Background: an optimization exercise with open tools, aiming at small area, a short achievable clock period and few clock cycles. Do not read the settings as production practice.
Function was checked by simulation only, so behaviour that the tests miss may differ from the original.
Power figures rest on the tool's default switching activity, not on a simulated workload.

==> design.v <==
package prts_pkg;
    localparam int ID_W        = 16;
    localparam int REP_W       = 16;
    localparam int IN_PERIOD_W = 24;
    localparam int MAX_RESULTS = 16;
    localparam int FIRE_CNT_W  = $clog2(MAX_RESULTS + 1);
    localparam int CMD_W       = 2 + REP_W + ID_W;
    localparam logic [1:0] MODE_ADD_PER = 2'd0;
    localparam logic [1:0] MODE_ADD_REP = 2'd1;
    localparam logic [1:0] MODE_CANCEL  = 2'd2;
    localparam logic [1:0] MODE_TICK    = 2'd3;
    localparam logic [2:0] KIND_ADDED     = 3'd0;
    localparam logic [2:0] KIND_FULL      = 3'd1;
    localparam logic [2:0] KIND_CANCELLED = 3'd2;
    localparam logic [2:0] KIND_UNKNOWN   = 3'd3;
    localparam logic [2:0] KIND_FIRED     = 3'd4;
    typedef struct packed {
        logic [1:0]       mode;
        logic [REP_W-1:0] reps;
        logic [ID_W-1:0]  cancel_id;
    } t_cmd;
    typedef struct packed {
        logic [2:0]      kind;
        logic [ID_W-1:0] id;
        logic            last;
    } t_res;
endpackage
module prts_front #(
    parameter int PERIOD_BITS = 24
) (
    input  logic                              i_clk,
    input  logic                              i_rst_n,
    input  logic                              start,
    input  logic [1:0]                        i_mode,
    input  logic [prts_pkg::IN_PERIOD_W-1:0]  i_period_ms,
    input  logic [prts_pkg::REP_W-1:0]        i_repeat_count,
    input  logic [prts_pkg::ID_W-1:0]         i_cancel_id,
    input  logic                              i_hold,
    output logic                              o_h_valid,
    output logic [1:0]                        o_h_mode,
    output logic [PERIOD_BITS-1:0]            o_h_arg,
    output logic [prts_pkg::REP_W-1:0]        o_h_reps
);
    logic [PERIOD_BITS-1:0] arg_c;
    always_comb begin
        if (i_mode == prts_pkg::MODE_CANCEL) begin
            arg_c = PERIOD_BITS'(i_cancel_id);
        end else begin
            arg_c = i_period_ms[PERIOD_BITS-1:0];
        end
    end
    always_ff @(posedge i_clk) begin
        if (!i_rst_n) begin
            o_h_valid <= 1'b0;
        end else if (!i_hold) begin
            o_h_valid <= start;
        end
    end
    always_ff @(posedge i_clk) begin
        if (!i_hold) begin
            o_h_mode <= i_mode;
            o_h_arg  <= arg_c;
            o_h_reps <= i_repeat_count;
        end
    end
endmodule
module prts_back #(
    parameter int NUM_SLOTS   = 16,
    parameter int PERIOD_BITS = 24
) (
    input  logic                       i_clk,
    input  logic                       i_rst_n,
    input  logic                       i_h_valid,
    input  logic [1:0]                 i_h_mode,
    input  logic [PERIOD_BITS-1:0]     i_h_arg,
    input  logic [prts_pkg::REP_W-1:0] i_h_reps,
    output logic                       o_hold,
    output logic                       o_valid,
    output logic [2:0]                 o_kind,
    output logic [prts_pkg::ID_W-1:0]  o_id,
    output logic                       o_last
);
    localparam int NS = NUM_SLOTS;
    localparam int PB = PERIOD_BITS;
    localparam int IW = prts_pkg::ID_W;
    localparam int RW = prts_pkg::REP_W;
    logic [NS-1:0]    r_active;
    logic [NS-1:0]    r_periodic;
    logic [NS-1:0]    r_new;         
    logic [IW-1:0]    r_ident  [NS];
    logic [PB-1:0]    r_period [NS];
    logic [PB-1:0]    r_cd     [NS];
    logic [RW-1:0]    r_reps   [NS];
    logic [IW-1:0]    r_next_id;
    logic [NS-1:0]    r_fire;        
    logic             r_multi;       
    logic             r_res_valid;
    logic [2:0]       r_res_kind;
    logic [IW-1:0]    r_res_id;
    logic             exec;
    logic             do_tick;
    logic             do_add;
    logic             do_cancel;
    assign exec      = i_h_valid && !r_multi;
    assign do_tick   = exec && (i_h_mode == prts_pkg::MODE_TICK);
    assign do_add    = exec && (i_h_mode == prts_pkg::MODE_ADD_PER || i_h_mode == prts_pkg::MODE_ADD_REP);
    assign do_cancel = exec && (i_h_mode == prts_pkg::MODE_CANCEL);
    assign o_hold    = i_h_valid && r_multi;
    logic [NS-1:0]    fire;
    logic [NS-1:0]    rep_zero;
    logic [NS-1:0]    match;
    logic [NS-1:0]    add_sel;
    logic [NS-1:0]    can_sel;
    logic [NS-1:0]    free_v;
    always_comb begin
        for (int s = 0; s < NS; s++) begin
            fire[s]     = r_active[s] && (r_new[s] || (r_cd[s][PB-1:1] == '0));
            rep_zero[s] = (r_reps[s] == '0);
            match[s]    = r_active[s] && (r_ident[s] == i_h_arg[IW-1:0]);
        end
        free_v = ~r_active;
        add_sel = free_v & (~free_v + 1'b1);
        can_sel = match & (~match + 1'b1);
    end
    for (genvar s = 0; s < NS; s++) begin : g_slot
        always_ff @(posedge i_clk) begin
            if (!i_rst_n) begin
                r_active[s] <= 1'b0;
            end else if (do_add && add_sel[s]) begin
                r_active[s] <= 1'b1;
            end else if (do_cancel && can_sel[s]) begin
                r_active[s] <= 1'b0;
            end else if (do_tick && fire[s] && !r_periodic[s] && rep_zero[s]) begin
                r_active[s] <= 1'b0;
            end
        end
        always_ff @(posedge i_clk) begin
            if (do_add && add_sel[s]) begin
                r_periodic[s] <= (i_h_mode == prts_pkg::MODE_ADD_PER);
                r_ident[s]    <= r_next_id;
                r_period[s]   <= i_h_arg;
            end
            if (do_add && add_sel[s]) begin
                r_new[s] <= 1'b1;
            end else if (do_tick) begin
                r_new[s] <= 1'b0;
            end
            if (do_tick) begin
                r_cd[s] <= fire[s] ? r_period[s] : (r_cd[s] - 1'b1);
            end
            if (do_add && add_sel[s]) begin
                r_reps[s] <= i_h_reps;
            end else if (do_tick && fire[s]) begin
                r_reps[s] <= r_reps[s] - 1'b1;
            end
        end
    end
    logic [NS-1:0]    f_low;
    logic [NS-1:0]    f_rest;
    logic [IW-1:0]    f_id;
    logic [NS-1:0]    fire_n;
    always_comb begin
        f_low  = r_fire & (~r_fire + 1'b1);
        f_rest = r_fire & ~f_low;
        f_id   = '0;
        for (int s = 0; s < NS; s++) begin
            f_id = f_id | ({IW{f_low[s]}} & r_ident[s]);
        end
        fire_n = do_tick ? fire : f_rest;
    end
    always_ff @(posedge i_clk) begin
        if (!i_rst_n) begin
            r_fire      <= '0;
            r_multi     <= 1'b0;
            r_next_id   <= '0;
            r_res_valid <= 1'b0;
            o_valid     <= 1'b0;
        end else begin
            r_fire      <= fire_n;
            r_multi     <= ((fire_n & (fire_n - 1'b1)) != '0);
            if (do_add && free_v != '0) begin
                r_next_id <= r_next_id + 1'b1;
            end
            r_res_valid <= do_add || do_cancel;
            o_valid     <= (r_fire != '0) || r_res_valid;
        end
    end
    always_ff @(posedge i_clk) begin
        if (do_add) begin
            if (free_v != '0) begin
                r_res_kind <= prts_pkg::KIND_ADDED;
                r_res_id   <= r_next_id;
            end else begin
                r_res_kind <= prts_pkg::KIND_FULL;
                r_res_id   <= '0;
            end
        end else begin
            r_res_kind <= (match != '0) ? prts_pkg::KIND_CANCELLED : prts_pkg::KIND_UNKNOWN;
            r_res_id   <= i_h_arg[IW-1:0];
        end
        if (r_fire != '0) begin
            o_kind <= prts_pkg::KIND_FIRED;
            o_id   <= f_id;
            o_last <= (f_rest == '0);
        end else begin
            o_kind <= r_res_kind;
            o_id   <= r_res_id;
            o_last <= 1'b1;
        end
    end
endmodule
module periodic_repeat_timer_scheduler #(
    parameter int NUM_SLOTS   = 16,
    parameter int PERIOD_BITS = 24
) (
    input  logic                              i_clk,
    input  logic                              i_rst_n,
    input  logic                              start,
    output logic                              busy,
    input  logic [1:0]                        i_mode,
    input  logic [prts_pkg::IN_PERIOD_W-1:0]  i_period_ms,
    input  logic [prts_pkg::REP_W-1:0]        i_repeat_count,
    input  logic [prts_pkg::ID_W-1:0]         i_cancel_id,
    output logic                              o_valid,
    output logic [2:0]                        o_kind,
    output logic [prts_pkg::ID_W-1:0]         o_result_id,
    output logic                              o_last
);
    logic                   h_valid;
    logic [1:0]             h_mode;
    logic [PERIOD_BITS-1:0] h_arg;
    logic [prts_pkg::REP_W-1:0] h_reps;
    logic                   hold;
    prts_front #(
        .PERIOD_BITS (PERIOD_BITS)
    ) u_front (
        .i_clk          (i_clk),
        .i_rst_n        (i_rst_n),
        .start          (start),
        .i_mode         (i_mode),
        .i_period_ms    (i_period_ms),
        .i_repeat_count (i_repeat_count),
        .i_cancel_id    (i_cancel_id),
        .i_hold         (hold),
        .o_h_valid      (h_valid),
        .o_h_mode       (h_mode),
        .o_h_arg        (h_arg),
        .o_h_reps       (h_reps)
    );
    prts_back #(
        .NUM_SLOTS   (NUM_SLOTS),
        .PERIOD_BITS (PERIOD_BITS)
    ) u_back (
        .i_clk       (i_clk),
        .i_rst_n     (i_rst_n),
        .i_h_valid   (h_valid),
        .i_h_mode    (h_mode),
        .i_h_arg     (h_arg),
        .i_h_reps    (h_reps),
        .o_hold      (hold),
        .o_valid     (o_valid),
        .o_kind      (o_kind),
        .o_id        (o_result_id),
        .o_last      (o_last)
    );
    assign busy = hold;
endmodule
==> run.sh <==
#!/bin/bash
# synth_recipe.tcl (not shown) runs the flow's synth.tcl, then flattens the netlist and writes it again
# the make line also repeats each setting of config.mk as NAME=value (left out here)
make -C /OpenROAD-flow-scripts/flow DESIGN_CONFIG=/design/flow/config.mk WORK_HOME=/design/flow/orfs CLKGATE_MAP_FILE= SYNTH_SCRIPT=/design/flow/synth_recipe.tcl finish
==> config.mk <==
export PLATFORM = sky130hd
export DESIGN_NAME = periodic_repeat_timer_scheduler
export DESIGN_NICKNAME = periodic_repeat_timer_scheduler
export VERILOG_FILES = /design/flow/design.v
export SDC_FILE = /design/flow/constraint.sdc
export NUM_CORES = 4
export LEC_CHECK = 0
export ABC_CLOCK_PERIOD_IN_PS = 3000
export CAP_MARGIN = 20
export CORE_MARGIN = 2
export CORE_UTILIZATION = 40
export SLEW_MARGIN = 20
==> constraint.sdc <==
create_clock -name core_clock -period 7.5 [get_ports {i_clk}]
set_input_delay 1.5000 -clock core_clock [delete_from_list [all_inputs] [get_ports {i_clk}]]
set_output_delay 1.5000 -clock core_clock [all_outputs]
set_load 0.01 [all_outputs]
==> results of run 1 <==
[cell usage in the layout (no fill, tap or decap), types with 30 or more instances in the layout]
master           instances
or4_1                   51
nand3_1                 64
inv_1                   84
a31oi_1                 30
clkbuf_1                36
dfxtp_1                106
clkdlybuf4s50_1         82
ha_1                    33
a21oi_1                313
nor2_1                 572
nor2b_1                 32
edfxtp_1              1338
nor3_1                 178
clkinv_1                36
nor4_1                 157
a22oi_1                 55
nand2_1                640
o21ai_0                347
xor2_1                 317
xnor2_1                485
clkbuf_16              158
nand4_1                 76
or3_1                   55
buf_4                  121
[flip-flops by register name, indices dropped and copies added (netlist names), 2 cells and up]
signal	count
u_back.r_period	384
u_back.r_res_kind	2
u_back.r_fire	16
u_front.o_h_mode	2
u_front.o_h_arg	24
u_back.r_next_id	16
u_back.r_reps	256
u_back.o_kind	3
u_back.r_res_id	16
u_back.r_new	16
u_back.r_ident	256
u_back.r_active	16
u_back.r_cd	384
u_front.o_h_reps	16
u_back.o_id	16
u_back.r_periodic	16
[final timing paths]
kind / from / end / slack [ns] / depth (start not counted)
worst max-delay path: u_front.o_h_valid / u_back.r_reps[4][8] / 3.40 / 10
worst min-delay path: u_back.r_new[2] / u_back.r_new[2] / 0.45 / 2
worst min register to register: u_back.r_new[2] / u_back.r_new[2] / 0.45 / 2
worst max register to register: u_front.o_h_valid / u_back.r_reps[4][8] / 3.40 / 10
[cells by family after synthesis]
group                      count (synthesis)
DFF                                     1444
buffers and inverters                    359
AOI/OAI and AO/OA                        954
muxes                                     21
xor gates and xnor gates                 802
adders and majority gates                 38
and+or+nand+nor                         2020
[through the flow]
step                      std cells  util [%]  area, um2  hold WS (ns)  worst slack (ns)
after detailed placement       7768      42.6      70400         0.441              3.40
after CTS                      8047      45.5      75300         0.450              3.38
after global routing           8050      45.6      75300         0.475              3.09
after global placement         7767      42.5      70400         0.436              3.18
final                          8052      45.6      75300         0.451              3.40
after floorplan                5638         -      66700         0.413              2.07
[worst reg2reg max path: cells and delay by family (launching register included)]
family / cells / cell delay, ns
simple gates: 5 / 1.63
flops: 1 / 0.34
buf+inv: 4 / 1.67
compound gates: 1 / 0.18
[power by group through the flow]
stage               logic (uW)  clock network, uW  registers (uW)
floorplan                  298                  0            9080
global placement           651                  0            9070
detailed placement         656                  0            9070
CTS                        659               7620            8900
global route               694               7920            8910
finish                     662               7500            8900
[routing by layer]
layer / global-route usage (%) / up-vias / wire length, um
met5: 0 / - / 12
met1: 30.9 / 22200 / 82500
met4: 7.28 / 2 / 5870
met2: 33.7 / 1635 / 84400
met3: 3.87 / 319 / 14900
li1: - / 20800 / -
[cell type report]
| type | instances | area (um2) | share of cell area (%) |
|---|---|---|---|
| multi-input combinational | 3835 | 23200 | 30.8 |
| sequential | 1444 | 42300 | 56.1 |
| timing repair buffer | 207 | 1800 | 2.39 |
| inverter | 95 | 364 | 0.483 |
| clock buffer | 195 | 4100 | 5.45 |
| antenna | 3 | 7.51 | 0.00996 |
| clock inverter | 84 | 791 | 1.05 |
| tap | 2189 | 2740 | 3.64 |
==> out/summary.txt, run 1 <==
Fillers: 14,900
Final Max Tran Viols: 0
Peak VDD IR: 0.183 mV
Port buffer count: 82
Drt via density: 5.59
Synth warn: 6
# resized after CTS: 0
Cell-internal power: 13,300 uW
Crit share post-route: 54.7%
WP buf/inv: 4
DR vias: 45,000
Clk_skew: 0.0341 ns
Fraction of layout instances using a drive strength above 1: 7.53%
Gr ovfl total: 0
Synth area leader: edfxtp_1
Final WL: 188 mm
Fmax: 244 MHz
Net count of the finished layout: 5,833
Root buf cell: clkbuf_16
# DRC: 0
Cells after Synth: 5,638
CTS buffer count: 156
Synth cell count leaders: 1,338 x edfxtp_1, 641 x nand2_1, 576 x nor2_1
Switching Fraction: 22.0%
Clock transition at path regs: 0.06 ns
Slowest stage cell, crit path: or2_2
Worst Tran Pin Value: 1.17 ns
TritonCTS clock tree: done
Clk pwr share: 43.9%
Clock Sinks: 1,444
Die Span Y: 412 um
Max Cap Viol: 0
Mapped Nets: 5,732
Initial antenna violation count: 11
Top post-synthesis cells by area: edfxtp_1 60%, xnor2_1 6.4%, xor2_1 4.2%
Gate power share: 3.9%
Starting Density: 40.4%
Hold Path Class: register to register
Async SR Flop Fraction: 0%
Cell family with most CP delay: buffers and inverters
WS Path Type: register to register
Syn_area_per_cell: 11.8 um2
First drt pass iteration count: 6
Yosys top cell area share: 60.2%
Largest net degree at the start of global routing: 175
Worst Setup End Kind: register
Critical path arrival: 4.61 ns
Post-CTS Hold Fix Bufs: 0
Placer Congestion: 0.867
Worst-Skew Late Latency: 0.80 ns
Unrepaired setup endpoints after global routing: no
Synth Area in Adders: 0.694%
Fin crit period: 4.10 ns
Syn Std Cell Area: 0.0667 mm2
P_leak: 0.0237 uW
Synth Area in XOR/XNOR: 10.5%
Unique masters post-synth: 82
H-tree Lvls: 4
Row cnt: 149
Post-synthesis compound-gate area fraction: 8.50%
CP Launch Type: register
Prevailing post-synth register cell: edfxtp_1
Die area: 0.170 mm2
Sequential area share after synthesis: 63.4%
Detailed Place HPWL: 117 mm
Simple-Gate Fraction of Synth Area: 14.4%
Reg power frac: 52.2%
Overall power: 17,100 uW
Final-report hold violation count: 0
CTS max path bufs: 3
GRT Total Usage: 21.8%
Crit path max fanout: 41
NetSw: 3750 uW
Power per Cell Area: 226 mW/mm2
Count of final setup violators: 0
Core Area: 0.165 mm2
WP data required: 8.01 ns
Multiplexer share of the synthesized area: 0.349%
Area growth syn-to-layout: 12.9%
Setup TNS Final: 0 ns
Number of global-route vias before repair: 43,100
First-pass GRT wire length: 277 mm
Most common cell in the netlist: edfxtp_1
CP peak stage delay: 0.59 ns
Post-DRT Antenna Nets: 0
Status: no timing/DRC/antenna violations
Max_slew headroom: 21.7%
CP Cell Sequence: nor2b_1 > nor2b_1 > inv_1 > or2_2 > inv_1 > nand2_1 > or2_2 > inv_2 > buf_4 > o21ai_0
Die Wd: 412 um
EDFF count, synth: 1,338
Post-CTS Setup Bufs: 0
Initial DRC count: 5,228
WL/cell: 23.3 um
Largest family of logic cells by synthesized area: simple AND/OR/NAND/NOR gates
Flop and latch count out of synthesis: 1,444
# IOs: 83
Testbench counts, summed over its fixed seeds: cycles 32,247.
==> inputs of run 2 (changes only) <==
--- a/config.mk
+++ b/config.mk
@@ -9,4 +9,5 @@
 export CAP_MARGIN = 20
 export CORE_MARGIN = 2
 export CORE_UTILIZATION = 40
+export SETUP_SLACK_MARGIN = 4.5
 export SLEW_MARGIN = 20
==> run 2 against run 1 <==
  * Still clean
  * Die area unchanged
  * Clock power up 2%
  * Utilization up 0.80 points
  * Maximum frequency up 36%
  * Register-to-register slack better by 1.1 ns
  * Combinational power up 5.6%
  * Design area up 1.8%
  * First-iteration DRC count up 1.2%
  * Total power up 1.1%
  * Synthesized cell count unchanged
  * Critical endpoint is now u_back.o_id[9]
  * Largest power group unchanged
==> out/summary.txt, run 2 <==
P_leak: 0.0242 uW
WP buf/inv: 1
TritonCTS clock tree: done
Number of global-route vias before repair: 43,800
WS Path Type: register to register
Gr ovfl total: 0
CTS max path bufs: 3
Syn_area_per_cell: 11.8 um2
Dpl ws: 3.47 ns
Setup TNS Final: 0 ns
Fmax: 332 MHz
Count of final setup violators: 0
Fraction of layout instances using a drive strength above 1: 9.72%
GRT Total Usage: 22.4%
Sequential area share after synthesis: 63.4%
Power per Cell Area: 225 mW/mm2
Peak VDD IR: 0.252 mV
Crit Reg-Reg Startpoint: u_back.r_fire[1]
Cell family with most CP delay: compound AO/OA/AOI/OAI gates
NetSw: 3760 uW
CP Launch Type: register
Initial DRC count: 5,290
Drt via density: 5.66
Net count of the finished layout: 5,858
Clock Sinks: 1,444
Worst Tran Pin Value: 1.18 ns
Final Max Tran Viols: 0
Worst Hold Launch: u_front.o_h_arg[5]
Mapped Nets: 5,732
Row cnt: 149
Crit share post-route: 40.1%
Largest family of logic cells by synthesized area: simple AND/OR/NAND/NOR gates
Worst-Skew Late Latency: 0.81 ns
Synth area leader: edfxtp_1
Gate power share: 4.1%
Slowest stage cell, crit path: a221o_1
Post-CTS Hold Fix Bufs: 0
WP data required: 8.17 ns
Placer Congestion: 0.892
Most common cell in the netlist: edfxtp_1
Crit path max fanout: 28
Setup ws final: 4.49 ns
First drt pass iteration count: 6
Yosys top cell area share: 60.2%
Prevailing post-synth register cell: edfxtp_1
Worst Setup End Kind: register
Synth warn: 6
Area growth syn-to-layout: 14.9%
Cell-internal power: 13,500 uW
Clk_skew: 0.0333 ns
Max_slew headroom: 21.2%
Worst reg2reg path depth: 7
CTS buffer count: 154
Final WL: 195 mm
Largest net degree at the start of global routing: 95
Die Span Y: 412 um
Hold endpoint: u_back.r_period[0][5]
Post-synthesis compound-gate area fraction: 8.50%
Synth cell count leaders: 1,338 x edfxtp_1, 641 x nand2_1, 576 x nor2_1
H-tree Lvls: 4
Post-DRT Antenna Nets: 0
Cells after Synth: 5,638
Status: no timing/DRC/antenna violations
EDFF count, synth: 1,338
Port buffer count: 82
Clock transition at path regs: 0.06 ns
Die Wd: 412 um
Most frequent cells in the layout: 1,338 x edfxtp_1, 629 x nand2_1, 571 x nor2_1
Core Area: 0.165 mm2
Reg power frac: 51.6%
Multiplexer share of the synthesized area: 0.349%
Commonest non-fill, non-tap cell in the layout: edfxtp_1
DR vias: 45,700
Hold Path Class: register to register
First-pass GRT wire length: 284 mm
R2R Setup Slk: 4.49 ns
Critical path arrival: 3.68 ns
Register Area: 0.0423 mm2
Flop and latch count out of synthesis: 1,444
Fillers: 14,800
Die area: 0.170 mm2
Fin crit period: 3.01 ns
Final-report hold violation count: 0
Syn Std Cell Area: 0.0667 mm2
Largest regs: u_back.r_cd x384, u_back.r_period x384
Starting Density: 40.4%
Async SR Flop Fraction: 0%
Synth Area in XOR/XNOR: 10.5%
Root buf cell: clkbuf_16
Switching Fraction: 21.8%
Unrepaired setup endpoints after global routing: yes
Simple-Gate Fraction of Synth Area: 14.4%
Overall power: 17,200 uW
Detailed Place HPWL: 117 mm
Initial antenna violation count: 17
# DRC: 0
Multi-input logic area: 0.0239 mm2
Unique masters post-synth: 82
# IOs: 83
CP Cell Sequence: buf_4 > nor4_1 > and2_1 > a221o_1 > a221oi_1 > nand4_1 > o22a_1
Synth Area in Adders: 0.694%
Top post-synthesis cells by area: edfxtp_1 60%, xnor2_1 6.4%, xor2_1 4.2%
Max Cap Viol: 0
CP peak stage delay: 0.52 ns
R2r endpoint: u_back.o_id[9]
WL/cell: 24.1 um
Clk pwr share: 44.3%
Hold Crit Depth: 0
==> run 2: worst max path at each step <==
stage | startpoint | endpoint | slack [ns] | cells past startpoint
6_report | u_back.r_fire[1] | u_back.o_id[9] | 4.49 | 7
5_1_grt | u_back.r_cd[4][12] | u_back.r_reps[4][5] | 4.45 | 7
4_1_cts | u_back.r_active[3] | u_back.r_ident[13][5] | 4.46 | 6
3_5_place_dp | u_front.o_h_valid | u_back.r_reps[6][15] | 3.47 | 8
3_3_place_gp | u_back.r_cd[0][18] | u_back.r_multi | 3.39 | 9
2_1_floorplan | u_front.o_h_valid | u_back.r_reps[0][0] | 4.50 | 7
==> run 2: logic make-up after synthesis <==
family	after synthesis
mux	21
fa+ha+maj	38
xor+xnor	802
flops	1444
buf+inv	359
compound gates	954
simple gates	2020
==> run 2: layout make-up <==
class                   count  share of cell area [%]
well taps                2189                    3.57
inverters                  95                   0.539
repair inverters            5                  0.0506
flip-flops and latches   1444                    55.2
clock buffers             188                    5.35
clock inverters            87                    1.14
diodes                      1                 0.00326
repair buffers            223                    3.03
multi-input cells        3841                    31.1
==> run 2: power groups by stage <==
stage | combinational [uW] | clock, uW | sequential (uW)
final | 699 | 7640 | 8900
after global placement | 659 | 0 | 9080
after global routing | 728 | 8060 | 8910
after CTS | 689 | 7750 | 8900
after floorplan | 299 | 0 | 9080
after detailed placement | 668 | 0 | 9080
==> run 2: through the flow <==
step           util (%)  std cells  cell area, um2  hold slack (ns)
3_5_place_dp       42.6       7755           70400            0.439
3_3_place_gp       42.5       7753           70300            0.432
2_1_floorplan         -       5638           66800            0.413
5_1_grt            46.4       8072           76700            0.487
4_1_cts            46.1       8058           76100            0.452
6_report           46.4       8073           76700            0.450
==> run 2: per-layer routing <==
metal / track usage (%) / part of all wire (%)
met2: 36.0 / 47
met1: 30.6 / 42
met5: 0 / 0.0067
met4: 8.32 / 3.7
met3: 3.56 / 8.3
==> run 2: what timing repair did <==
action,in CTS,in global routing
resized for setup,147,77
setup endpoints to repair,1177,625
buffers inserted,18,9
cloned,10,4
pin swaps,10,10
==> inputs of run 3 (changes only) <==
--- a/config.mk
+++ b/config.mk
@@ -5,9 +5,7 @@
 export SDC_FILE = /design/flow/constraint.sdc
 export NUM_CORES = 4
 export LEC_CHECK = 0
-export ABC_CLOCK_PERIOD_IN_PS = 3000
 export CAP_MARGIN = 20
 export CORE_MARGIN = 2
 export CORE_UTILIZATION = 40
-export SETUP_SLACK_MARGIN = 4.5
 export SLEW_MARGIN = 20
==> run 3 against run 2 <==
  * Global-route usage is 0.61 points lower
  * Largest power group unchanged
  * Combinational power fell by 5.3%
  * Final cell count shrank 0.26%
  * Critical path type unchanged
  * Worst setup slack got worse by 1.1 ns
  * First-iteration DRC count fell by 1.2%
  * Critical path depth increased by 3
==> out/summary.txt, run 3 <==
Hold Crit Depth: 2
Row cnt: 149
Hold Path Class: register to register
Power per Cell Area: 226 mW/mm2
Max_slew headroom: 21.7%
WL/cell: 23.3 um
Die area: 0.170 mm2
Post-placement cell area: 0.0704 mm2
Placer Congestion: 0.867
Root buf cell: clkbuf_16
Design area: 0.0753 mm2
Prevailing post-synth register cell: edfxtp_1
Port buffer count: 82
GRT Total Usage: 21.8%
TritonCTS clock tree: done
Final-report hold violation count: 0
Number of global-route vias before repair: 43,100
Simple-Gate Fraction of Synth Area: 14.4%
Starting Density: 40.4%
WS Path Type: register to register
Crit share post-route: 54.7%
Fraction of layout instances using a drive strength above 1: 7.53%
CP Launch Type: register
First-pass GRT wire length: 277 mm
Levels on crit path: 10
Fillers: 14,900
Synth warn: 6
Worst reg2reg path depth: 10
Syn Std Cell Area: 0.0667 mm2
Area growth syn-to-layout: 12.9%
Post-DRT Antenna Nets: 0
Fin crit period: 4.10 ns
Most frequent cells in the layout: 1,338 x edfxtp_1, 640 x nand2_1, 572 x nor2_1
# resized after CTS: 0
Yosys top cell area share: 60.2%
Max Cap Viol: 0
Worst Setup End Kind: register
Gr ovfl total: 0
Flop and latch count out of synthesis: 1,444
Net count of the finished layout: 5,833
Die Wd: 412 um
Worst-Skew Late Latency: 0.80 ns
DR vias: 45,000
Peak VDD IR: 0.183 mV
Initial DRC count: 5,228
Status: no timing/DRC/antenna violations
Setup ws final: 3.40 ns
First drt pass iteration count: 6
Multiplexer share of the synthesized area: 0.349%
Detailed Place HPWL: 117 mm
Post-CTS Hold Fix Bufs: 0
Clock transition at path regs: 0.06 ns
EDFF count, synth: 1,338
Synth cell count leaders: 1,338 x edfxtp_1, 641 x nand2_1, 576 x nor2_1
Core Area: 0.165 mm2
Count of final setup violators: 0
Die Span Y: 412 um
Initial antenna violation count: 11
Commonest non-fill, non-tap cell in the layout: edfxtp_1
CP peak stage delay: 0.59 ns
Unique masters post-synth: 82
Clock Sinks: 1,444
Crit path max fanout: 41
Post-synthesis compound-gate area fraction: 8.50%
P_leak: 0.0237 uW
H-tree Lvls: 4
Slowest stage cell, crit path: or2_2
Unrepaired setup endpoints after global routing: no
Worst Tran Pin Value: 1.17 ns
Clk_skew: 0.0341 ns
Syn_area_per_cell: 11.8 um2
# IOs: 83
Cell family with most CP delay: buffers and inverters
CTS max path bufs: 3
Dpl ws: 3.40 ns
Synth area leader: edfxtp_1
Largest regs: u_back.r_cd x384, u_back.r_period x384
Cells after Synth: 5,638
Sequential area share after synthesis: 63.4%
Largest net degree at the start of global routing: 175
Synth Area in Adders: 0.694%
CTS buffer count: 156
Top post-synthesis cells by area: edfxtp_1 60%, xnor2_1 6.4%, xor2_1 4.2%
WP buf/inv: 4
Finished Core Util: 45.6%
Final Max Tran Viols: 0
Post-CTS Setup Bufs: 0
Most common cell in the netlist: edfxtp_1
Largest family of logic cells by synthesized area: simple AND/OR/NAND/NOR gates
WP data required: 8.01 ns
Mapped Nets: 5,732
Fmax: 244 MHz
Critical path arrival: 4.61 ns
Async SR Flop Fraction: 0%
# DRC: 0
Final WL: 188 mm
CP Cell Sequence: nor2b_1 > nor2b_1 > inv_1 > or2_2 > inv_1 > nand2_1 > or2_2 > inv_2 > buf_4 > o21ai_0
Drt via density: 5.59
Synth Area in XOR/XNOR: 10.5%
Setup TNS Final: 0 ns
## run 3: where the power goes
part | total (uW) | internal (uW) | switching (uW)
clock network | 7500 | 4270 | 3230
logic | 662 | 203 | 459
registers | 8900 | 8840 | 62.2
## run 3: final timing paths
kind                     startpoint             endpoint  slack [ns]
setup reg to reg  u_front.o_h_valid  u_back.r_reps[4][8]        3.40
hold / removal      u_back.r_new[2]      u_back.r_new[2]        0.45
hold reg to reg     u_back.r_new[2]      u_back.r_new[2]        0.45
setup / recovery  u_front.o_h_valid  u_back.r_reps[4][8]        3.40
## run 3: cell type report
| cell class | count | area, um2 | area share (%) |
|---|---|---|---|
| Sequential cell | 1444 | 42300 | 56.1 |
| Multi-Input combinational cell | 3835 | 23200 | 30.8 |
| Clock buffer | 195 | 4100 | 5.45 |
| Tap cell | 2189 | 2740 | 3.64 |
| Timing Repair Buffer | 207 | 1800 | 2.39 |
| Clock inverter | 84 | 791 | 1.05 |
| Inverter | 95 | 364 | 0.483 |
| Antenna cell | 3 | 7.51 | 0.00996 |
## run 3: cell families after synthesis
group,after synthesis
buf+inv,359
fa+ha+maj,38
mux,21
flops,1444
xor+xnor,802
simple gates,2020
compound gates,954
## run 3: tightest hold or removal path: stages (launching register included)
cell and delay (ns):
dfxtp_1 0.31, nand2_1 0.05, nand2_1 0.05
## run 3: per-stage QoR
stage	instances	power (uW)	hold WS (ns)
after floorplan	5638	9380	0.413
after global placement	7767	9720	0.436
after detailed placement	7768	9730	0.441
after CTS	8047	17200	0.450
after global routing	8050	17500	0.475
final	8052	17100	0.451
## run 3: metal layers
layer	global-route usage, %	vias up	wire length, um
met3	3.87	319	14900
li1	-	20800	-
met5	0	-	12
met4	7.28	2	5870
met1	30.9	22200	82500
met2	33.7	1635	84400
==> inputs of run 4 (changes only) <==
--- a/design.v
+++ b/design.v
@@ -35,13 +35,17 @@
     input  logic [prts_pkg::IN_PERIOD_W-1:0]  i_period_ms,
     input  logic [prts_pkg::REP_W-1:0]        i_repeat_count,
     input  logic [prts_pkg::ID_W-1:0]         i_cancel_id,
-    input  logic                              i_hold,
-    output logic                              o_h_valid,
-    output logic [1:0]                        o_h_mode,
+    input  logic                              i_multi_n,      
+    output logic                              o_busy,
+    output logic                              o_h_tick,
+    output logic                              o_h_add,
+    output logic                              o_h_cancel,
+    output logic                              o_h_per_mode,
     output logic [PERIOD_BITS-1:0]            o_h_arg,
     output logic [prts_pkg::REP_W-1:0]        o_h_reps
 );
     logic [PERIOD_BITS-1:0] arg_c;
+    logic                   valid_n;
     always_comb begin
         if (i_mode == prts_pkg::MODE_CANCEL) begin
             arg_c = PERIOD_BITS'(i_cancel_id);
@@ -49,18 +53,27 @@
             arg_c = i_period_ms[PERIOD_BITS-1:0];
         end
     end
+    assign valid_n = o_busy || start;
     always_ff @(posedge i_clk) begin
         if (!i_rst_n) begin
-            o_h_valid <= 1'b0;
-        end else if (!i_hold) begin
-            o_h_valid <= start;
-        end
-    end
-    always_ff @(posedge i_clk) begin
-        if (!i_hold) begin
-            o_h_mode <= i_mode;
-            o_h_arg  <= arg_c;
-            o_h_reps <= i_repeat_count;
+            o_h_tick   <= 1'b0;
+            o_h_add    <= 1'b0;
+            o_h_cancel <= 1'b0;
+            o_busy     <= 1'b0;
+        end else begin
+            if (!o_busy) begin
+                o_h_tick   <= start && (i_mode == prts_pkg::MODE_TICK);
+                o_h_add    <= start && (i_mode == prts_pkg::MODE_ADD_PER || i_mode == prts_pkg::MODE_ADD_REP);
+                o_h_cancel <= start && (i_mode == prts_pkg::MODE_CANCEL);
+            end
+            o_busy <= valid_n && i_multi_n;
+        end
+    end
+    always_ff @(posedge i_clk) begin
+        if (!o_busy) begin
+            o_h_per_mode <= (i_mode == prts_pkg::MODE_ADD_PER);
+            o_h_arg      <= arg_c;
+            o_h_reps     <= i_repeat_count;
         end
     end
 endmodule
@@ -70,11 +83,13 @@
 ) (
     input  logic                       i_clk,
     input  logic                       i_rst_n,
-    input  logic                       i_h_valid,
-    input  logic [1:0]                 i_h_mode,
+    input  logic                       i_h_tick,
+    input  logic                       i_h_add,
+    input  logic                       i_h_cancel,
+    input  logic                       i_h_per_mode,
     input  logic [PERIOD_BITS-1:0]     i_h_arg,
     input  logic [prts_pkg::REP_W-1:0] i_h_reps,
-    output logic                       o_hold,
+    output logic                       o_multi_n,
     output logic                       o_valid,
     output logic [2:0]                 o_kind,
     output logic [prts_pkg::ID_W-1:0]  o_id,
@@ -97,15 +112,12 @@
     logic             r_res_valid;
     logic [2:0]       r_res_kind;
     logic [IW-1:0]    r_res_id;
-    logic             exec;
     logic             do_tick;
     logic             do_add;
     logic             do_cancel;
-    assign exec      = i_h_valid && !r_multi;
-    assign do_tick   = exec && (i_h_mode == prts_pkg::MODE_TICK);
-    assign do_add    = exec && (i_h_mode == prts_pkg::MODE_ADD_PER || i_h_mode == prts_pkg::MODE_ADD_REP);
-    assign do_cancel = exec && (i_h_mode == prts_pkg::MODE_CANCEL);
-    assign o_hold    = i_h_valid && r_multi;
+    assign do_tick   = i_h_tick && !r_multi;
+    assign do_add    = i_h_add && !r_multi;
+    assign do_cancel = i_h_cancel && !r_multi;
     logic [NS-1:0]    fire;
     logic [NS-1:0]    rep_zero;
     logic [NS-1:0]    match;
@@ -136,7 +148,7 @@
         end
         always_ff @(posedge i_clk) begin
             if (do_add && add_sel[s]) begin
-                r_periodic[s] <= (i_h_mode == prts_pkg::MODE_ADD_PER);
+                r_periodic[s] <= i_h_per_mode;
                 r_ident[s]    <= r_next_id;
                 r_period[s]   <= i_h_arg;
             end
@@ -159,6 +171,7 @@
     logic [NS-1:0]    f_rest;
     logic [IW-1:0]    f_id;
     logic [NS-1:0]    fire_n;
+    logic             multi_n;
     always_comb begin
         f_low  = r_fire & (~r_fire + 1'b1);
         f_rest = r_fire & ~f_low;
@@ -167,7 +180,9 @@
             f_id = f_id | ({IW{f_low[s]}} & r_ident[s]);
         end
         fire_n = do_tick ? fire : f_rest;
-    end
+        multi_n = ((fire_n & (fire_n - 1'b1)) != '0);
+    end
+    assign o_multi_n = multi_n;
     always_ff @(posedge i_clk) begin
         if (!i_rst_n) begin
             r_fire      <= '0;
@@ -177,7 +192,7 @@
             o_valid     <= 1'b0;
         end else begin
             r_fire      <= fire_n;
-            r_multi     <= ((fire_n & (fire_n - 1'b1)) != '0);
+            r_multi     <= multi_n;
             if (do_add && free_v != '0) begin
                 r_next_id <= r_next_id + 1'b1;
             end
@@ -226,11 +241,13 @@
     output logic [prts_pkg::ID_W-1:0]         o_result_id,
     output logic                              o_last
 );
-    logic                   h_valid;
-    logic [1:0]             h_mode;
+    logic                   h_tick;
+    logic                   h_add;
+    logic                   h_cancel;
+    logic                   h_per_mode;
     logic [PERIOD_BITS-1:0] h_arg;
     logic [prts_pkg::REP_W-1:0] h_reps;
-    logic                   hold;
+    logic                   multi_n;
     prts_front #(
         .PERIOD_BITS (PERIOD_BITS)
     ) u_front (
@@ -241,9 +258,12 @@
         .i_period_ms    (i_period_ms),
         .i_repeat_count (i_repeat_count),
         .i_cancel_id    (i_cancel_id),
-        .i_hold         (hold),
-        .o_h_valid      (h_valid),
-        .o_h_mode       (h_mode),
+        .i_multi_n      (multi_n),
+        .o_busy         (busy),
+        .o_h_tick       (h_tick),
+        .o_h_add        (h_add),
+        .o_h_cancel     (h_cancel),
+        .o_h_per_mode   (h_per_mode),
         .o_h_arg        (h_arg),
         .o_h_reps       (h_reps)
     );
@@ -253,15 +273,16 @@
     ) u_back (
         .i_clk       (i_clk),
         .i_rst_n     (i_rst_n),
-        .i_h_valid   (h_valid),
-        .i_h_mode    (h_mode),
+        .i_h_tick    (h_tick),
+        .i_h_add     (h_add),
+        .i_h_cancel  (h_cancel),
+        .i_h_per_mode(h_per_mode),
         .i_h_arg     (h_arg),
         .i_h_reps    (h_reps),
-        .o_hold      (hold),
+        .o_multi_n   (multi_n),
         .o_valid     (o_valid),
         .o_kind      (o_kind),
         .o_id        (o_result_id),
         .o_last      (o_last)
     );
-    assign busy = hold;
 endmodule
--- a/config.mk
+++ b/config.mk
@@ -7,5 +7,7 @@
 export LEC_CHECK = 0
 export CAP_MARGIN = 20
 export CORE_MARGIN = 2
-export CORE_UTILIZATION = 40
+export CORE_UTILIZATION = 60
+export CTS_BUF_LIST = sky130_fd_sc_hd__clkbuf_8
+export SETUP_SLACK_MARGIN = 4.7
 export SLEW_MARGIN = 20
==> run 4 against run 3 <==
  * Clock power is 14% lower
  * Routed wire length increased by 3.4%
  * Via count grew 4.6%
  * Total power is 5.9% lower
  * Flip-flop and latch count is 2 higher
  * Synthesized cell count grew 1.3%
  * Critical path depth down 7
  * Clock-buffer cell count up 53
  * Combinational power increased by 8.8%
  * Global-route usage is 12 points higher
  * Clock skew up 0.0095 ns
  * Sequential share of layout area down 0.80 points
==> out/summary.txt, run 4 <==
Critical path arrival: 3.71 ns
First-pass GRT wire length: 281 mm
Syn Std Cell Area: 0.0668 mm2
Worst Setup End Kind: register
Number of global-route vias before repair: 44,500
WP buf/inv: 1
Die Span Y: 338 um
Die area: 0.114 mm2
Critical Path Sink: u_front.o_h_arg[13]
Commonest non-fill, non-tap cell in the layout: edfxtp_1
CP Cell Sequence: clkdlybuf4s50_1 > nor2b_4 > mux2_2
CP Launch Type: input port
Fin crit period: 3.05 ns
Port buffer count: 82
Async SR Flop Fraction: 0%
Final-report hold violation count: 0
Most frequent cells in the layout: 1,337 x edfxtp_1, 666 x nand2_1, 515 x nor2_1
Count of final setup violators: 0
Crit Reg-Reg Startpoint: u_back.r_multi
Largest regs: u_back.r_cd x384, u_back.r_period x384
# DRC: 0
H-tree Lvls: 4
Initial DRC count: 6,013
Mapped Nets: 5,804
Clock Sinks: 1,446
Synth area leader: edfxtp_1
Slowest stage cell, crit path: clkdlybuf4s50_1
Root buf cell: clkbuf_8
Cells after Synth: 5,710
Largest net degree at the start of global routing: 171
Levels on crit path: 3
P_leak: 0.0248 uW
Placer Congestion: 0.914
Clk pwr share: 40.0%
CP Launch Point: i_mode[1]
Cell family with most CP delay: buffers and inverters
Final Max Tran Viols: 0
Setup TNS Final: 0 ns
DR vias: 47,100
First drt pass iteration count: 6
Detailed Place HPWL: 117 mm
# IOs: 83
Status: no timing/DRC/antenna violations
Final WL: 194 mm
EDFF count, synth: 1,337
Drt via density: 6.14
Core Area: 0.111 mm2
Power per Cell Area: 210 mW/mm2
Max_slew headroom: 17.6%
Crit path max fanout: 13
Reg power frac: 55.5%
Sequential area share after synthesis: 63.4%
Unrepaired setup endpoints after global routing: yes
Crit share post-route: 40.7%
TritonCTS clock tree: done
Fmax: 328 MHz
Net count of the finished layout: 6,075
CTS max path bufs: 3
Overall power: 16,000 uW
Initial antenna violation count: 11
WS Path Type: input port to register
Flop and latch count out of synthesis: 1,446
Peak VDD IR: 0.203 mV
Gr ovfl total: 0
Worst Tran Pin Value: 1.23 ns
WL/cell: 25.3 um
Fraction of layout instances using a drive strength above 1: 13.0%
Most common cell in the netlist: edfxtp_1
Syn_area_per_cell: 11.7 um2
Prevailing post-synth register cell: edfxtp_1
Synth cell count leaders: 1,337 x edfxtp_1, 684 x nand2_1, 521 x nor2_1
Yosys top cell area share: 60.1%
R2R Setup Slk: 4.56 ns
Worst-Skew Late Latency: 0.93 ns
Worst reg2reg path depth: 10
Starting Density: 60.4%
Clk_skew: 0.0436 ns
Post-DRT Antenna Nets: 0
Max Cap Viol: 0
WP data required: 8.16 ns
Top post-synthesis cells by area: edfxtp_1 60%, xnor2_1 6.6%, xor2_1 3.9%
Hold Path Class: register to register
CP peak stage delay: 0.89 ns
Cell-internal power: 12,300 uW
Clock transition at path regs: 0.06 ns
Die Wd: 338 um
GRT Total Usage: 33.5%
Synth warn: 6
Unique masters post-synth: 77
Post-CTS Hold Fix Bufs: 0
NetSw: 3730 uW
Row cnt: 122
Gate power share: 4.5%
Switching Fraction: 23.2%
R2r endpoint: u_back.r_multi
CTS buffer count: 231
Area growth syn-to-layout: 14.7%
-- run 4: cell count changes in the layout (fill, tap and decap cells not counted), sizes merged, moves of 27 or more --
cell	previous run	this run
or3	57	84
buf	125	225
inv	101	192
nand2	642	685
clkbuf	195	256
a21oi	313	269
nor2	576	521
nor3	181	216
o21ai	359	468
nand3	65	93
-- run 4: power by group through the flow --
stage	sequential (uW)	clock (uW)	combinational (uW)
floorplan	9080	0	282
detailed placement	9090	0	627
global placement	9090	0	621
CTS	8910	6480	676
finish	8910	6420	720
global route	8910	6850	744
-- run 4: metal layers --
| metal | global-route usage [%] | wire, um | vias to the layer above |
|---|---|---|---|
| met2 | 52.7 | 89200 | 2315 |
| met1 | 47.0 | 78900 | 22900 |
| met3 | 5.64 | 18500 | 441 |
| met5 | 0 | 13 | - |
| met4 | 12.6 | 7690 | 2 |
| li1 | - | - | 21400 |
-- run 4: worst reg2reg max path, cell delays in order, from the launching register on --
cell and delay (ns):
dfxtp_2 0.42, nand2b_2 0.23, buf_12 0.24, inv_16 0.21
and4_1 0.27, a31oi_2 0.25, and2_1 0.21, and3_1 0.23
nand4_1 0.16, a2111oi_4 0.41, a31oi_1 0.14
-- run 4: logic make-up after synthesis --
| kind of cell | share of synthesized area (%) |
|---|---|
| AO/OA/AOI/OAI | 8.55 |
| XOR/XNOR | 10.5 |
| adder cells (fa/ha/maj) | 0.694 |
| multiplexers | 0.572 |
| AND/OR/NAND/NOR | 14.2 |
| flip-flops | 63.4 |
| buffers and inverters | 2.08 |
-- run 4: cell type report --
type,instances,area [um2]
Antenna cell,7,17.5
Clock buffer,248,3410
Clock inverter,172,878
Fill cell,8257,34000
Inverter,101,419
Multi-Input combinational cell,3902,24400
Sequential cell,1446,42400
Tap cell,1488,1860
Timing Repair Buffer,296,3210
Timing Repair inverter,3,22.5
-- run 4: timing repair --
item	CTS	global route
pin swaps	21	31
gates resized for setup	293	156
buffers inserted	37	46
endpoints found under the setup margin	1386	651
gates cloned	13	9
-- run 4: metrics by stage --
step	instances	hold slack, ns	setup slack, ns	utilization [%]	instance area [um2]
5_1_grt	7660	0.468	4.46	69.3	76500
4_1_cts	7601	0.410	4.51	68.1	75300
2_1_floorplan	5710	0.394	4.70	-	66900
3_5_place_dp	7131	0.399	3.51	62.9	69500
3_3_place_gp	7129	0.400	3.08	62.9	69500
6_report	7663	0.414	4.45	69.3	76600
-- run 4: worst min-delay path by stage --
stage | from | end | slack [ns] | cells past startpoint
6_report | u_back.r_res_kind[1] | u_back.o_kind[1] | 0.41 | 2
5_1_grt | u_back.r_res_kind[1] | u_back.o_kind[1] | 0.47 | 2
4_1_cts | u_back.r_res_kind[1] | u_back.o_kind[1] | 0.41 | 2
3_5_place_dp | u_back.r_res_kind[1] | u_back.o_kind[1] | 0.40 | 2
3_3_place_gp | u_back.r_res_kind[1] | u_back.o_kind[1] | 0.40 | 2
2_1_floorplan | u_back.r_res_kind[0] | u_back.o_kind[0] | 0.39 | 2
Testbench counts of run 4, summed over its fixed seeds: cycles 32,247.
==> inputs of run 5 (changes only) <==
--- a/config.mk
+++ b/config.mk
@@ -7,7 +7,8 @@
 export LEC_CHECK = 0
 export CAP_MARGIN = 20
 export CORE_MARGIN = 2
-export CORE_UTILIZATION = 60
-export CTS_BUF_LIST = sky130_fd_sc_hd__clkbuf_8
+export CORE_UTILIZATION = 40
+export CTS_CLUSTER_DIAMETER = 60
+export CTS_CLUSTER_SIZE = 25
 export SETUP_SLACK_MARGIN = 4.7
 export SLEW_MARGIN = 20
==> run 5 against run 4 <==
  * Final cell count up 6.4%
  * Register-to-register slack better by 0.097 ns
  * Largest cell class unchanged
  * Global-route usage down 11 points
  * Still clean
  * Synthesized cell count unchanged
  * Maximum frequency up 7.3%
  * Clock power up 9.8%
  * Sequential power about the same
  * Largest power group unchanged
  * Critical path depth up 6
  * Non-clock buffer count down 20
  * Combinational power down 3.6%
==> out/summary.txt, run 5 <==
Detailed Place HPWL: 119 mm
Prevailing post-synth register cell: edfxtp_1
Die Span Y: 413 um
Crit Reg-Reg Startpoint: u_back.r_cd[3][4]
TritonCTS clock tree: done
Synth Area in Adders: 0.693%
Sequential area share after synthesis: 63.4%
Async SR Flop Fraction: 0%
Syn_area_per_cell: 11.7 um2
DR vias: 46,100
Unique masters post-synth: 77
Clock Sinks: 1,446
H-tree Lvls: 3
Post-DRT Antenna Nets: 0
Initial DRC count: 5,429
Initial antenna violation count: 13
Syn Std Cell Area: 0.0668 mm2
Gr ovfl total: 0
Largest net degree at the start of global routing: 161
Count of final setup violators: 0
Clock transition at path regs: 0.09 ns
Worst Tran Pin Value: 1.18 ns
Worst Hold Launch: u_back.r_res_kind[1]
Die Wd: 413 um
Setup TNS Final: 0 ns
Unrepaired setup endpoints after global routing: yes
Power per Cell Area: 215 mW/mm2
Die area: 0.170 mm2
CP Launch Type: register
Mapped Nets: 5,804
Drt via density: 5.66
Fillers: 14,800
Slowest stage cell, crit path: or4_4
Largest family of logic cells by synthesized area: simple AND/OR/NAND/NOR gates
Starting Density: 40.4%
CTS buffer count: 121
Post-Layout Cell Count: 8,156
Synth warn: 6
Synth Area in XOR/XNOR: 10.5%
Most frequent cells in the layout: 1,337 x edfxtp_1, 666 x nand2_1, 513 x nor2_1
Cell family with most CP delay: simple AND/OR/NAND/NOR gates
Design area: 0.0773 mm2
WL/cell: 23.9 um
WS Path Type: register to register
Root buf cell: clkbuf_16
Fmax: 352 MHz
Post-CTS Hold Fix Bufs: 0
WP buf/inv: 1
Top post-synthesis cells by area: edfxtp_1 60%, xnor2_1 6.6%, xor2_1 3.9%
CP peak stage delay: 0.57 ns
Synth area leader: edfxtp_1
Port buffer count: 82
Flop and latch count out of synthesis: 1,446
Multiplexer share of the synthesized area: 0.572%
Max_slew headroom: 21.0%
Most common cell in the netlist: edfxtp_1
Fin crit period: 2.84 ns
CP Cell Sequence: or4_4 > or3_4 > o31ai_4 > buf_12 > a21oi_4 > maj3_2 > a22oi_2 > a2111oi_4 > a31oi_1
Number of global-route vias before repair: 43,500
Yosys top cell area share: 60.1%
WP data required: 8.21 ns
Row cnt: 149
# IOs: 83
Placer Congestion: 0.876
Fraction of layout instances using a drive strength above 1: 12.1%
Crit share post-route: 37.9%
Hold Path Class: register to register
Post-synthesis compound-gate area fraction: 8.55%
First-pass GRT wire length: 284 mm
Dpl ws: 3.51 ns
GRT Total Usage: 22.3%
Core Area: 0.165 mm2
# DRC: 0
EDFF count, synth: 1,337
Crit path max fanout: 4
Worst Setup End Kind: register
Max Cap Viol: 0
CP Launch Point: u_back.r_cd[3][4]
Simple-Gate Fraction of Synth Area: 14.2%
DP Cell Count: 7,836
Largest regs: u_back.r_cd x384, u_back.r_period x384
Net count of the finished layout: 5,949
Critical path arrival: 3.56 ns
Post-placement cell area: 0.0705 mm2
First drt pass iteration count: 5
Worst-Skew Late Latency: 0.80 ns
Final WL: 195 mm
P_leak: 0.0244 uW
Status: no timing/DRC/antenna violations
Synth cell count leaders: 1,337 x edfxtp_1, 684 x nand2_1, 521 x nor2_1
Area growth syn-to-layout: 15.8%
Final Max Tran Viols: 0
Clk_skew: 0.0546 ns
CTS max path bufs: 3
Peak VDD IR: 0.233 mV
Cells after Synth: 5,710
Commonest non-fill, non-tap cell in the layout: edfxtp_1
Final-report hold violation count: 0
Setup ws final: 4.66 ns
run 5: cell counts after synthesis:
Identical to the previous run, type by type.
run 5: cell families after synthesis:
| group | after synthesis |
|---|---|
| compound gates | 995 |
| flops | 1446 |
| xor+xnor | 802 |
| simple gates | 2024 |
| mux | 36 |
| fa+ha+maj | 38 |
| buf+inv | 369 |
run 5: per-layer routing:
metal	up-vias	share of wire, %	GRT usage [%]
li1	21100	-	-
met1	22900	43	31.9
met2	1811	46	35.3
met3	322	7.6	3.14
met4	0	3.3	6.63
met5	-	0	0
run 5: path summary, 6_finish.rpt:
path / to / slack (ns) / cells past startpoint
setup / recovery: u_front.o_busy / 4.66 / 9
hold / removal: u_back.o_kind[1] / 0.43 / 2
setup reg to reg: u_front.o_busy / 4.66 / 9
hold reg to reg: u_back.o_kind[1] / 0.43 / 2
run 5: final cells by class:
cell class | count | area [um2] | share of cell area, %
Tap cell | 2189 | 2740 | 3.54
Inverter | 101 | 445 | 0.576
Sequential cell | 1446 | 42400 | 54.8
Clock inverter | 105 | 1420 | 1.84
Timing Repair inverter | 4 | 31.3 | 0.0405
Clock buffer | 126 | 3070 | 3.97
Multi-Input combinational cell | 3905 | 24400 | 31.6
Antenna cell | 4 | 10.0 | 0.0130
Timing Repair Buffer | 276 | 2770 | 3.59
run 5: what timing repair did:
item,4_1_cts,5_1_grt
endpoints found under the hold margin,0,0
setup buffers,28,35
setup endpoints to repair,1454,709
cloned,18,4
pin swaps,19,29
resized for setup,291,152
run 5: power by group:
group	leakage [uW]	internal, uW	switching [uW]	total [uW]
registers	0.0132	8830	64.0	8890
clock network	0.00215	3440	3620	7050
logic	0.00904	215	479	694
run 5: tightest hold or removal path: cells and delay by family, from the launching register on:
family / cells / cell delay (ns)
buf+inv: 1 / 0.05
simple gates: 1 / 0.04
flops: 1 / 0.31
run 5: metrics by stage:
step           utilization (%)  power, uW  hold WS [ns]
5_1_grt                   46.7      17100         0.465
2_1_floorplan                -       9360         0.394
6_report                  46.7      16600         0.434
3_5_place_dp              42.6       9730         0.412
3_3_place_gp              42.6       9730         0.412
4_1_cts                   46.1      16700         0.440
==> inputs of run 6 (changes only) <==
--- a/config.mk
+++ b/config.mk
@@ -8,7 +8,5 @@
 export CAP_MARGIN = 20
 export CORE_MARGIN = 2
 export CORE_UTILIZATION = 40
-export CTS_CLUSTER_DIAMETER = 60
-export CTS_CLUSTER_SIZE = 25
 export SETUP_SLACK_MARGIN = 4.7
 export SLEW_MARGIN = 20
==> run 6 against run 5 <==
  * Global-route usage increased by 0.22 points
  * Total power increased by 5.5%
  * Utilization increased by 0.63 points
  * Final cell count increased by 1.1%
  * Sequential share of layout area decreased by 0.73 points
  * Clock power increased by 13%
  * Critical endpoint is now u_back.r_reps[4][6]
==> out/summary.txt, run 6 <==
Net count of the finished layout: 6,014
Peak VDD IR: 0.214 mV
Final Max Tran Viols: 0
Synth area leader: edfxtp_1
Detailed Place HPWL: 119 mm
Post-Layout Cell Count: 8,245
Switching Fraction: 22.1%
Hold Path Class: register to register
Port buffer count: 82
Max Cap Viol: 0
Crit share post-route: 37.7%
Clk pwr share: 45.2%
DR vias: 46,500
Mapped Nets: 5,804
Sequential area share after synthesis: 63.4%
CP Cell Sequence: or3_4 > or4_4 > o41ai_4 > clkbuf_16 > buf_4 > nand2_1 > nand2_4
Register Area: 0.0424 mm2
Crit path max fanout: 16
Fillers: 14,600
WP data required: 7.98 ns
Top post-synthesis cells by area: edfxtp_1 60%, xnor2_1 6.6%, xor2_1 3.9%
DP Cell Count: 7,836
Fraction of layout instances using a drive strength above 1: 12.6%
Initial antenna violation count: 13
Most common cell in the netlist: edfxtp_1
Setup TNS Final: 0 ns
Area growth syn-to-layout: 17.4%
Die Wd: 413 um
First-pass GRT wire length: 285 mm
Die area: 0.170 mm2
Fin crit period: 2.83 ns
Synth cell count leaders: 1,337 x edfxtp_1, 684 x nand2_1, 521 x nor2_1
Prevailing post-synth register cell: edfxtp_1
Overall power: 17,600 uW
Placer Congestion: 0.876
EDFF count, synth: 1,337
Cell family with most CP delay: simple AND/OR/NAND/NOR gates
Max_slew headroom: 19.4%
Drt via density: 5.64
Clock transition at path regs: 0.06 ns
Syn Std Cell Area: 0.0668 mm2
Worst-Skew Late Latency: 0.82 ns
Status: no timing/DRC/antenna violations
Hold_ws: 0.427 ns
Slowest stage cell, crit path: or4_4
Clock Sinks: 1,446
Die Span Y: 413 um
Synth warn: 6
TritonCTS clock tree: done
H-tree Lvls: 4
Multi-input logic area: 0.0245 mm2
Cells after Synth: 5,710
Hold Crit Depth: 2
Worst Tran Pin Value: 1.21 ns
CP peak stage delay: 0.49 ns
GRT Total Usage: 22.5%
Levels on crit path: 7
Gate power share: 4.1%
First drt pass iteration count: 6
Reg power frac: 50.7%
Largest regs: u_back.r_cd x384, u_back.r_period x384
Post-CTS Hold Fix Bufs: 0
WL/cell: 23.9 um
Core Area: 0.165 mm2
Post-DRT Antenna Nets: 0
Flop and latch count out of synthesis: 1,446
WP buf/inv: 2
# DRC: 0
Commonest non-fill, non-tap cell in the layout: edfxtp_1
Worst Setup End Kind: register
Most frequent cells in the layout: 1,337 x edfxtp_1, 665 x nand2_1, 516 x nor2_1
P_leak: 0.0249 uW
Unrepaired setup endpoints after global routing: yes
# IOs: 83
Power per Cell Area: 224 mW/mm2
Largest net degree at the start of global routing: 161
Count of final setup violators: 0
NetSw: 3880 uW
Unique masters post-synth: 77
WS Path Type: register to register
Syn_area_per_cell: 11.7 um2
CP Launch Type: register
Root buf cell: clkbuf_16
Async SR Flop Fraction: 0%
Number of global-route vias before repair: 43,900
Critical path arrival: 3.31 ns
Fmax: 353 MHz
Row cnt: 149
Cell-internal power: 13,700 uW
Yosys top cell area share: 60.1%
Initial DRC count: 5,457
Clk_skew: 0.0329 ns
Gr ovfl total: 0
Worst reg2reg path depth: 7
Final WL: 197 mm
CTS max path bufs: 3
Starting Density: 40.4%
Final-report hold violation count: 0
CTS buffer count: 159
## run 6: cells by family after synthesis
logic type / after synthesis / synth area share, %
and+or+nand+nor: 2024 / 14.2
muxes: 36 / 0.572
adders and majority gates: 38 / 0.694
buffers and inverters: 369 / 2.08
xor gates and xnor gates: 802 / 10.5
AOI/OAI and AO/OA: 995 / 8.55
DFF: 1446 / 63.4
## run 6: cell type report
cell class / count / area share, %
Sequential cell: 1446 / 54.1
Clock buffer: 203 / 5.48
Clock inverter: 92 / 1.18
Tap cell: 2189 / 3.50
Timing Repair inverter: 4 / 0.0399
Timing Repair Buffer: 303 / 3.89
Inverter: 101 / 0.562
Antenna cell: 2 / 0.00639
Multi-Input combinational cell: 3905 / 31.3
## run 6: tightest hold or removal path, delay by kind of cell, from the launching register on
family                 cells  cell delay [ns]
buffers and inverters      1             0.04
flip-flops                 1             0.30
AND/OR/NAND/NOR            1             0.04
## run 6: final timing paths
path,start,slack (ns),end
max,u_back.r_cd[4][14],4.67,u_back.r_reps[4][6]
min,u_back.r_res_kind[1],0.43,u_back.o_kind[1]
max reg2reg,u_back.r_cd[4][14],4.67,u_back.r_reps[4][6]
min reg2reg,u_back.r_res_kind[1],0.43,u_back.o_kind[1]
## run 6: stage by stage
| stage | utilization [%] | worst slack, ns | instance area [um2] |
|---|---|---|---|
| global route | 47.4 | 4.59 | 78300 |
| floorplan | - | 4.70 | 66900 |
| CTS | 46.6 | 4.63 | 77100 |
| detailed placement | 42.6 | 3.51 | 70500 |
| global placement | 42.6 | 3.17 | 70400 |
| finish | 47.4 | 4.67 | 78300 |
## run 6: timing repair
| action | in CTS | in global routing |
|---|---|---|
| buffers inserted | 34 | 55 |
| gates resized for setup | 319 | 144 |
| endpoints found under the setup margin | 1451 | 616 |
| cloned | 16 | 7 |
| endpoints found under the hold margin | 0 | 0 |
| pin swaps | 22 | 31 |
## run 6: power groups by stage
| stage | registers [uW] | clock network [uW] | logic [uW] |
|---|---|---|---|
| 2_1_floorplan | 9080 | 0 | 282 |
| 3_3_place_gp | 9080 | 0 | 650 |
| 3_5_place_dp | 9080 | 0 | 657 |
| 4_1_cts | 8910 | 8050 | 680 |
| 5_1_grt | 8910 | 8350 | 745 |
| 6_report | 8910 | 7940 | 713 |
## run 6: routing by layer
metal  vias up  track usage [%]  share of wire, %
met5         -                0                 0
met3       345             3.67               8.1
li1      21200                -                 -
met1     23000             31.7                43
met2      1931             35.3                45
met4         0             7.70               3.3
==> inputs of run 7 (changes only) <==
==> flow/run.sh (new file) <==
#!/bin/bash
# The standard layout, with clock tree synthesis told to use clkbuf_8 buffers and no dummy
# loads. The make output (every tool's log is also under orfs/logs/) goes to standard_flow.log.
set -uo pipefail
bash standard.sh \
  "CTS_ARGS=-sink_clustering_enable -repair_clock_nets -dont_use_dummy_load -buf_list sky130_fd_sc_hd__clkbuf_8" \
  finish > standard_flow.log 2>&1
==> standard.sh (new file) <==
#!/bin/bash
# synth_recipe.tcl (not shown) runs the flow's synth.tcl, then flattens the netlist and writes it again
# the make line also repeats each setting of config.mk as NAME=value (left out here)
make -C /OpenROAD-flow-scripts/flow DESIGN_CONFIG=/design/flow/config.mk WORK_HOME=/design/flow/orfs CLKGATE_MAP_FILE= SYNTH_SCRIPT=/design/flow/synth_recipe.tcl "${@:-finish}"
removed: run.sh
==> run 7 against run 6 <==
  * Die area stayed put
  * Global-route usage hardly changed
  * Clock-buffer cell count is 36 higher
  * Synthesized area stayed put
  * Non-clock buffer count is 33 lower
  * Critical path depth is 6 lower
  * Utilization is 1.3 points lower
  * Largest cell class unchanged
  * Highest routed layer unchanged
==> out/summary.txt, run 7 <==
Setup ws final: 4.52 ns
Gate power share: 4.6%
Area growth syn-to-layout: 14.0%
Sequential area share after synthesis: 63.4%
Row cnt: 149
Gr ovfl total: 0
Clock transition at path regs: 0.06 ns
Placer Congestion: 0.876
Final WL: 196 mm
Die area: 0.170 mm2
CTS max path bufs: 3
Syn Std Cell Area: 0.0668 mm2
Clock Sinks: 1,446
# DRC: 0
Critical path arrival: 1.48 ns
Worst-Skew Late Latency: 0.99 ns
Drt via density: 5.67
Slowest stage cell, crit path: dfxtp_4
Starting Density: 40.4%
Post-CTS Hold Fix Bufs: 0
Worst Setup End Kind: primary output
Reg power frac: 58.3%
Count of final setup violators: 0
Dpl ws: 3.51 ns
Fmax: 335 MHz
Hold Path Class: register to register
Initial antenna violation count: 18
Multi-input logic area: 0.0244 mm2
GRT Total Usage: 22.5%
Core Area: 0.165 mm2
Number of global-route vias before repair: 44,500
P_leak: 0.0239 uW
Clk_skew: 0.138 ns
Synth cell count leaders: 1,337 x edfxtp_1, 684 x nand2_1, 521 x nor2_1
Cell family with most CP delay: flip-flops
CTS buffer count: 239
TritonCTS clock tree: done
Fillers: 14,900
Largest net degree at the start of global routing: 161
EDFF count, synth: 1,337
Initial DRC count: 5,218
WL/cell: 24.0 um
Root buf cell: clkbuf_8
Max_slew headroom: 17.9%
Async SR Flop Fraction: 0%
Final-report hold violation count: 0
CP Cell Sequence: buf_6
Flop and latch count out of synthesis: 1,446
WP data required: 6.00 ns
Syn_area_per_cell: 11.7 um2
Setup TNS Final: 0 ns
Status: no timing/DRC/antenna violations
Power per Cell Area: 201 mW/mm2
Crit share post-route: 39.7%
Fin crit period: 2.98 ns
WS Path Type: register to primary output
Unique masters post-synth: 77
Crit path max fanout: 2
Most common cell in the netlist: edfxtp_1
Synth warn: 6
Net count of the finished layout: 6,060
R2R Setup Slk: 4.64 ns
Yosys top cell area share: 60.1%
Largest regs: u_back.r_cd x384, u_back.r_period x384
Cell-internal power: 11,900 uW
Post-DRT Antenna Nets: 0
# IOs: 83
Die Span Y: 413 um
DR vias: 46,300
NetSw: 3440 uW
CP Launch Type: register
Cells after Synth: 5,710
Die Wd: 413 um
Port buffer count: 82
Max Cap Viol: 0
Top post-synthesis cells by area: edfxtp_1 60%, xnor2_1 6.6%, xor2_1 3.9%
WP buf/inv: 1
Mapped Nets: 5,804
Commonest non-fill, non-tap cell in the layout: edfxtp_1
H-tree Lvls: 4
First drt pass iteration count: 6
Register Area: 0.0424 mm2
Final Max Tran Viols: 0
Worst Tran Pin Value: 1.23 ns
CP peak stage delay: 0.40 ns
Detailed Place HPWL: 119 mm
Fraction of layout instances using a drive strength above 1: 12.4%
Most frequent cells in the layout: 1,337 x edfxtp_1, 667 x nand2_1, 514 x nor2_1
Peak VDD IR: 0.170 mV
Unrepaired setup endpoints after global routing: yes
Switching Fraction: 22.5%
Synth area leader: edfxtp_1
First-pass GRT wire length: 286 mm
Prevailing post-synth register cell: edfxtp_1
Clk pwr share: 37.1%
[run 7: logic make-up after synthesis]
family / Yosys count / synth area share, %
fa+ha+maj: 38 / 0.694
flops: 1446 / 63.4
mux: 36 / 0.572
compound gates: 995 / 8.55
buf+inv: 369 / 2.08
simple gates: 2024 / 14.2
xor+xnor: 802 / 10.5
[run 7: power by group through the flow]
stage	Clock [uW]	Combinational, uW	Sequential, uW
5_1_grt	6090	734	8920
3_3_place_gp	0	650	9080
4_1_cts	5800	681	8910
3_5_place_dp	0	657	9080
2_1_floorplan	0	282	9080
6_report	5670	701	8920
[run 7: area by class of cell]
class                           count  area share, %
Antenna cell                        3        0.00986
Clock buffer                      239           4.32
Timing Repair Buffer              270           3.65
Sequential cell                  1446           55.7
Multi-Input combinational cell   3904           32.1
Inverter                          101          0.585
Tap cell                         2189           3.60
Timing Repair inverter              4         0.0411
[run 7: layer usage]
layer	global-route usage, %	part of all wire, %	up-vias
met5	0	0	-
met4	7.76	3.3	0
met3	3.76	7.9	381
met2	35.4	46	1919
met1	31.6	43	22800
li1	-	-	21100
[run 7: final timing paths]
| check | startpoint | to | cells past startpoint |
|---|---|---|---|
| worst max-delay path | u_front.o_busy | busy | 1 |
| worst min-delay path | u_back.r_res_kind[1] | u_back.o_kind[1] | 2 |
| worst min register to register | u_back.r_res_kind[1] | u_back.o_kind[1] | 2 |
| worst max register to register | u_back.r_cd[3][5] | u_back.r_active[3] | 9 |
[run 7: what timing repair did]
item | 4_1_cts | 5_1_grt
cloned | 19 | 1
buffers inserted | 31 | 27
setup endpoints to repair | 1418 | 481
pin swaps | 19 | 20
gates resized for setup | 314 | 147
[run 7: through the flow]
stage	instances	area [um2]	util (%)	power [uW]	hold slack, ns
global placement	7833	70400	42.6	9730	0.412
global route	8154	76100	46.0	15700	0.435
finish	8156	76100	46.0	15300	0.415
detailed placement	7836	70500	42.6	9730	0.412
CTS	8125	75200	45.5	15400	0.418
floorplan	5710	66900	-	9360	0.394

[port drivers added, routing unchanged]
How much do the figures lean on ideal ports? The routed layouts below were timed once more, with nothing changed but the port constraints.
Step 1, drivers: a clkbuf_16 drives i_clk and a buf_2 each remaining input, both assumed.
Step 2 adds t to the input delays and takes it off the output delays; t is the mean of the earliest and latest rising clock arrival at the registers after step 1. Input paths then give back, and output paths get back, about the clock's delay inside the block.
Three values: ideal, step 1, step 2; two values: the first two.
| run | t (ns) | setup slack, ns | worst slew at a driven data input, ns |
|---|---|---|---|
| run 1 | 0.869 | 3.399 / 3.399 / 3.399 | 0.07 |
| run 2 | 0.865 | 4.489 / 4.438 / 4.165 | 0.04 |
| run 3 | 0.869 | 3.399 / 3.399 / 3.399 | 0.07 |
| run 4 | 0.994 | 4.451 / 4.474 / 3.520 | 0.08 |
| run 5 | 0.861 | 4.657 / 4.586 / 3.889 | 0.06 |
| run 6 | 0.888 | 4.671 / 4.586 / 3.894 | 0.07 |
| run 7 | 0.989 | 4.519 / 4.442 / 3.783 | 0.06 |
After both steps setup and hold are still met in every run listed. The setup slack of run 4, which loses most, moves by +0.023 ns with the drivers and by -0.931 ns with both steps.
